Source: an optimization exercise on an open RTL-to-GDS flow (aim: small area, a short achievable clock period and few clock cycles). Production flows keep margins and buffers that such runs may drop. RTL that was checked went through simulation tests only; none was proved equivalent to the original.

Setup of south:
// edit_distance_engine_unit
module edit_distance_engine_unit (
  input  logic              clk,
  input  logic              rst,
  input  logic              in_valid,
  output logic              in_ready,
  input  logic [FUNC_W-1:0] in_func,
  input  logic [CHAR_W-1:0] in_char_code,
  output logic              out_valid,
  input  logic              out_ready,
  output logic [OUT_W-1:0]  out_distance,
  output logic [OUT_W-1:0]  out_ref_length,
  output logic [OUT_W-1:0]  out_typed_length,
  output logic              out_error
);
  localparam int N   = MAX_LEN;
  localparam int NS  = 4;             
  localparam int SW  = N / NS;        
  localparam int L   = NS + 1;        
  localparam int R_W = 2 * LEN_W + 1;
  localparam int Q_W = R_W + LEN_W;
  logic             rdy;
  logic             acc;
  logic [LEN_W-1:0] ref_count;
  logic [LEN_W-1:0] typed_count;
  logic             ref_ok, typ_ok, fin_in, err_in;
  logic             can_ref, typed_room;
  logic             clr;
  logic [LEN_W-1:0] ref_inc, typed_inc;
  assign in_ready  = rdy;
  assign acc       = in_valid && rdy;
  assign ref_ok    = acc && (in_func == FN_REF) && can_ref;
  assign typ_ok    = acc && (in_func == FN_TYPED) && typed_room;
  assign fin_in    = acc && (in_func == FN_FINISH);
  assign err_in    = acc && ((in_func == FN_REF && !can_ref) || (in_func == FN_TYPED && !typed_room));
  assign clr       = rst || fin_in;
  assign ref_inc   = ref_count + LEN_W'(1);
  assign typed_inc = typed_count + LEN_W'(1);
  always_ff @(posedge clk) begin
    if (clr) begin
      ref_count   <= '0;
      typed_count <= '0;
      can_ref     <= 1'b1;
      typed_room  <= 1'b1;
    end else begin
      if (ref_ok) begin
        ref_count <= ref_inc;
  ...
Size in the first run: ~2900 cells after synthesis, about 38 I/O pins, ~36000 sq um of cells after synthesis.
Settings: LEC_CHECK=0, ABC_CLOCK_PERIOD_IN_PS=2000, CAP_MARGIN=20, CORE_MARGIN=2, CORE_UTILIZATION=65, CTS_BUF_LIST=sky130_fd_sc_hd__clkbuf_16, CTS_CLUSTER_DIAMETER=120, CTS_CLUSTER_SIZE=30, SETUP_SLACK_MARGIN=3.8, SLEW_MARGIN=20; clock period 6.0 ns.
run.sh (not shown) runs the stock make flow with config.mk's settings and CLKGATE_MAP_FILE= SYNTH_SCRIPT=/design/flow/synth_recipe.tcl, a recipe that flattens the netlist after the stock synthesis.
Testbench counts of south, summed over its fixed seeds: cycles 28,719.
### south -> east
--- a/flow/design.v
+++ b/flow/design.v
@@ -27,49 +27,41 @@
   localparam int N   = MAX_LEN;
   localparam int NS  = 4;             
   localparam int SW  = N / NS;        
   localparam int L   = NS + 1;        
   localparam int R_W = 2 * LEN_W + 1;
   localparam int Q_W = R_W + LEN_W;
   logic             rdy;
   logic             acc;
   logic [LEN_W-1:0] ref_count;
   logic [LEN_W-1:0] typed_count;
+  logic             error_flag;
   logic             ref_ok, typ_ok, fin_in, err_in;
-  logic             can_ref, typed_room;
-  logic             clr;
-  logic [LEN_W-1:0] ref_inc, typed_inc;
-  assign in_ready  = rdy;
-  assign acc       = in_valid && rdy;
-  assign ref_ok    = acc && (in_func == FN_REF) && can_ref;
-  assign typ_ok    = acc && (in_func == FN_TYPED) && typed_room;
-  assign fin_in    = acc && (in_func == FN_FINISH);
-  assign err_in    = acc && ((in_func == FN_REF && !can_ref) || (in_func == FN_TYPED && !typed_room));
-  assign clr       = rst || fin_in;
-  assign ref_inc   = ref_count + LEN_W'(1);
-  assign typed_inc = typed_count + LEN_W'(1);
-  always_ff @(posedge clk) begin
-    if (clr) begin
+  assign in_ready = rdy;
+  assign acc      = in_valid && rdy;
+  assign ref_ok   = acc && (in_func == FN_REF) && (typed_count == '0) && (ref_count != MAX_CNT);
+  assign typ_ok   = acc && (in_func == FN_TYPED) && (typed_count != MAX_CNT);
+  assign fin_in   = acc && (in_func == FN_FINISH);
+  assign err_in   = acc && ((in_func == FN_REF && !ref_ok) || (in_func == FN_TYPED && !typ_ok));
+  always_ff @(posedge clk) begin
+    if (rst) begin
       ref_count   <= '0;
       typed_count <= '0;
-      can_ref     <= 1'b1;
-      typed_room  <= 1'b1;
-    end else begin
-      if (ref_ok) begin
-        ref_count <= ref_inc;
-        if (ref_count == MAX_CNT - LEN_W'(1)) can_ref <= 1'b0;
-      end
-      if (typ_ok) begin
-        typed_count <= typed_inc;
-        can_ref     <= 1'b0;
-        if (typed_count == MAX_CNT - LEN_W'(1)) typed_room <= 1'b0;
-      end
+      error_flag  <= 1'b0;
+    end else if (fin_in) begin
+      ref_count   <= '0;
+      typed_count <= '0;
+      error_flag  <= 1'b0;
+    end else begin
+      if (ref_ok) ref_count <= ref_count + LEN_W'(1);
+      if (typ_ok) typed_count <= typed_count + LEN_W'(1);
+      if (err_in) error_flag <= 1'b1;
     end
   end
   logic [L:1]          ws, ts, fs, es, ks;
   logic [L:1][NS-1:0]  sh;
   logic [NS-1:0]       sh_in;
   logic [3:1][CHAR_W-1:0] cs;
   always_comb begin
     for (int q = 0; q < NS; q++) begin
       sh_in[q] = (ref_count >= LEN_W'((NS - 1 - q) * SW));
     end
Notes after the runs:
east: final weighted congestion in routability-driven placement is 0.011 higher than what south reported.
east -> south: met2 routing resource usage after global routing flat
On ratio of final minimum period to clock period, south and east are basically level.
The height of the die of east and that of south are within noise of each other.
Relative to south, met3 track demand over resource has increased by 0.51 points in east.
Changes observed in east relative to south: cell count after synthesis flat, multi-input combinational cell count down 7, average wire per cell in the routed design up 0.40 um.
south -> east: worst hold slack flat
Final HPWL from detailed placement grows by a few percent when moving from south to east.
south reports its type of the setup path with the least slack as reg2out while east reports in2reg.
Comparing south against east, there is no change at all in count of final setup violators.
Function not checked in east: the RTL went through the layout flow alone.

==> separate check: timing with driven ports <==
No port has a modelled driver above. Below, the same layouts with a new extraction and two added sets of constraints. Step 1: set_driving_cell puts a clkbuf_16 on clk and a buf_2 on each other input, an assumption about the parent block. Step 2 also shifts input and output timing later by t, the mid clock arrival at the registers, as if the neighbouring blocks saw the same clock. Three values: ideal ports, drivers, drivers and shift; two values: the first two.
run | t, ns | setup slack, ns | worst setup path at the end | slew at the worst register clock pin (ns) | worst slew at a driven data input, ns
south | 0.633 | 3.758 / 3.697 / 3.320 | input to register | 0.12 / 0.12 | 0.03
east | 0.632 | 3.749 / 3.694 / 3.140 | input to register | 0.12 / 0.12 | 0.04
After both steps setup and hold are still met in every run listed. The setup slack of east, which loses most, moves by -0.055 ns with the drivers and by -0.609 ns with both steps.
